This design comes from an exercise in tuning for small area, a short achievable clock period and few clock cycles per item on the open sky130 flow, not from production work.
Function was checked by simulation only, so behaviour that the tests miss may differ from the original.

before:
// calendar_date_difference
module calendar_date_difference (
  input  logic                           clk_i,
  input  logic                           rst_ni,
  input  logic                           in_valid_i,
  output logic                           in_ready_o,
  input  logic [cdd_pkg::YEAR_W-1:0]     first_year_i,
  input  logic [cdd_pkg::MONTH_W-1:0]    first_month_i,
  input  logic [cdd_pkg::DAY_W-1:0]      first_day_i,
  input  logic [cdd_pkg::YEAR_W-1:0]     second_year_i,
  input  logic [cdd_pkg::MONTH_W-1:0]    second_month_i,
  input  logic [cdd_pkg::DAY_W-1:0]      second_day_i,
  output logic                           out_valid_o,
  input  logic                           out_ready_i,
  output logic [cdd_pkg::DIFF_W-1:0]     day_difference_o
);
clock: 7.0 ns
lec_check: 0
cap_margin: 20
core_margin: 2
core_utilization: 40
setup_slack_margin: 2.4
slew_margin: 20
standard.sh (not shown) runs the stock make flow with config.mk's settings and CLKGATE_MAP_FILE= SYNTH_SCRIPT=/design/flow/synth_recipe.tcl, a recipe that flattens the netlist after the stock synthesis.
==> flow/flow/run.sh <==
#!/bin/bash
# Layout flow: the standard flow (standard.sh) with two changes:
# - the buffers that buffer_ports puts on every input and output port are
#   sky130_fd_sc_hd__buf_2 instead of the cell OpenROAD picks by default;
# - Yosys's synth skips its quick internal ABC pass (SYNTH_ARGS=-noabc), so
#   the full adders written in the RTL reach extract_fa as written; the
#   technology mapping ABC pass after it runs as usual.
set -euo pipefail
export BUFFER_PORTS_ARGS="-buffer_cell sky130_fd_sc_hd__buf_2"
export SYNTH_ARGS="-noabc"
bash standard.sh finish > standard_flow.log 2>&1
before: all stages complete, timing, DRC and antenna checks passed
Testbench counts of before, summed over its fixed seeds: cycles 24,016, items 24,000.
[inputs] after vs before
Settings: CORE_UTILIZATION: 40 -> 60; PLACE_DENSITY: unset -> 0.75.
==> summary.txt <==
Synthesized-area fraction occupied by ao, oa, aoi and oai cells came out exactly the same in after and before.
Side by side, combined buffer and inverter count along the critical path turned out lower in after than in before.
after: full flow OK, the timing, design-rule and antenna checks passed

---

calendar_date_difference again, from the RTL that the note above started with.
==> flow/config.mk <==
export PLATFORM = sky130hd
export DESIGN_NAME = calendar_date_difference
export DESIGN_NICKNAME = calendar_date_difference
export VERILOG_FILES = /design/flow/design.v
export SDC_FILE = /design/flow/constraint.sdc
export NUM_CORES = 4
export LEC_CHECK = 0
export CAP_MARGIN = 20
export CORE_MARGIN = 2
export CORE_UTILIZATION = 40
export SETUP_SLACK_MARGIN = 2.6
export SLEW_MARGIN = 20
==> flow/constraint.sdc <==
create_clock -name core_clock -period 7.0 [get_ports {clk_i}]
set_input_delay 1.4000 -clock core_clock [delete_from_list [all_inputs] [get_ports {clk_i}]]
set_output_delay 1.4000 -clock core_clock [all_outputs]
set_load 0.01 [all_outputs]
Scripts as last shown in full above: flow/flow/run.sh
The baseline ran to the end with no violations.
Testbench counts at the start, summed over its fixed seeds: cycles 24,016, items 24,000.
Change:
==> flow/flow/run.sh (replaced) <==
#!/bin/bash
# Layout flow: the standard flow (standard.sh), with one change: the
# buffers that buffer_ports puts on every input and output port are
# sky130_fd_sc_hd__buf_2 instead of the cell OpenROAD picks by default.
set -euo pipefail
export BUFFER_PORTS_ARGS="-buffer_cell sky130_fd_sc_hd__buf_2"
bash standard.sh finish > standard_flow.log 2>&1
What happened: Sequential share of layout area came out lower by 0.58 points; final area came out higher by 2.6%; area after synthesis came out higher by 5.4%; clock skew came out higher by 0.0079 ns.

---

beta:
Another version of the RTL of calendar_date_difference (not shown whole).
For scale: about 1,200 cells after synthesis.
==> flow/design.v (excerpt) <==
module calendar_date_difference (
  input  logic                           clk_i,
  input  logic                           rst_ni,
  input  logic                           in_valid_i,
  output logic                           in_ready_o,
  input  logic [cdd_pkg::YEAR_W-1:0]     first_year_i,
  input  logic [cdd_pkg::MONTH_W-1:0]    first_month_i,
  input  logic [cdd_pkg::DAY_W-1:0]      first_day_i,
  input  logic [cdd_pkg::YEAR_W-1:0]     second_year_i,
  input  logic [cdd_pkg::MONTH_W-1:0]    second_month_i,
  input  logic [cdd_pkg::DAY_W-1:0]      second_day_i,
  output logic                           out_valid_o,
  input  logic                           out_ready_i,
  output logic [cdd_pkg::DIFF_W-1:0]     day_difference_o
);
export LEC_CHECK = 0
export CAP_MARGIN = 20
export CORE_MARGIN = 2
export CORE_UTILIZATION = 40
export SETUP_SLACK_MARGIN = 2.7
export SLEW_MARGIN = 20
create_clock -name core_clock -period 7.0 [get_ports {clk_i}]
==> flow/flow/run.sh <==
#!/bin/bash
# Layout flow: the standard flow (standard.sh), with one change: the
# buffers that buffer_ports puts on every input and output port are
# sky130_fd_sc_hd__buf_2 instead of the cell OpenROAD picks by default.
set -euo pipefail
export BUFFER_PORTS_ARGS="-buffer_cell sky130_fd_sc_hd__buf_2"
bash standard.sh finish > standard_flow.log 2>&1
Every stage of the flow completed for beta, and the final layout passed the timing, design-rule and antenna checks.
Testbench counts of beta, summed over its fixed seeds: cycles 24,016, items 24,000.
Setup changes, beta to delta
# beta
export LEC_CHECK = 0
export CAP_MARGIN = 20
export CORE_MARGIN = 2
export CORE_UTILIZATION = 40
export SETUP_SLACK_MARGIN = 2.7
export SLEW_MARGIN = 20
create_clock -name core_clock -period 7.0 [get_ports {clk_i}]
# delta
export LEC_CHECK = 0
export CAP_MARGIN = 20
export CORE_MARGIN = 2
export CORE_UTILIZATION = 60
export CTS_BUF_LIST = sky130_fd_sc_hd__clkbuf_8
export SETUP_SLACK_MARGIN = 2.6
export SLEW_MARGIN = 20
create_clock -name core_clock -period 7.0 [get_ports {clk_i}]
Findings:
[compare] base=beta new=delta: final-layout worst hold slack was more or less identical; post-synthesis to final-layout area growth shrank by 3.9 points; wire length the detailed router placed on met1 shrank by about 10%; detail-routed via count per cell picked up an extra 9.0%.
Total detailed-routing wirelength, delta and beta: smaller value in delta
[compare] base=beta new=delta: count of clock-buffer cells in the layout now smaller; final HPWL from detailed placement now smaller; final cell count now smaller.
Changes observed in delta relative to beta: non-clock buffer contribution to total cell area now smaller, total setup buffers inserted after CTS now smaller.

[re-timing with driven ports]
Ports are ideal in the flow. The routed layouts listed here were re-timed in OpenROAD. Step 1 sets driving cells, clkbuf_16 on the clock port and buf_2 on the other inputs (assumed; they add their load-dependent delay and slew). Step 2 also shifts input and output timing later by t, the mid clock arrival at the registers, as if the neighbouring blocks saw the same clock. Three values: ideal ports, drivers, drivers and shift; two values: the first two.
| run | shift t [ns] | setup slack, ns | hold WS [ns] |
|---|---|---|---|
| before | 0.388 | 2.560 / 2.518 / 2.207 | 0.474 / 0.474 / 0.474 |
| after | 0.378 | 2.495 / 2.516 / 2.139 | 0.473 / 0.473 / 0.473 |
| the first run of note 2 | 0.389 | 2.677 / 2.637 / 2.330 | 0.471 / 0.471 / 0.471 |
| the second run of note 2 | 0.385 | 2.640 / 2.627 / 2.242 | 0.475 / 0.475 / 0.475 |
| beta | 0.392 | 2.709 / 2.664 / 2.388 | 0.477 / 0.477 / 0.477 |
| delta | 0.410 | 2.635 / 2.597 / 2.294 | 0.477 / 0.477 / 0.477 |
After both steps every run listed still meets setup and hold. For the second run of note 2, which loses most, drivers alone change the setup slack by -0.013 ns; drivers and shift together by -0.398 ns.
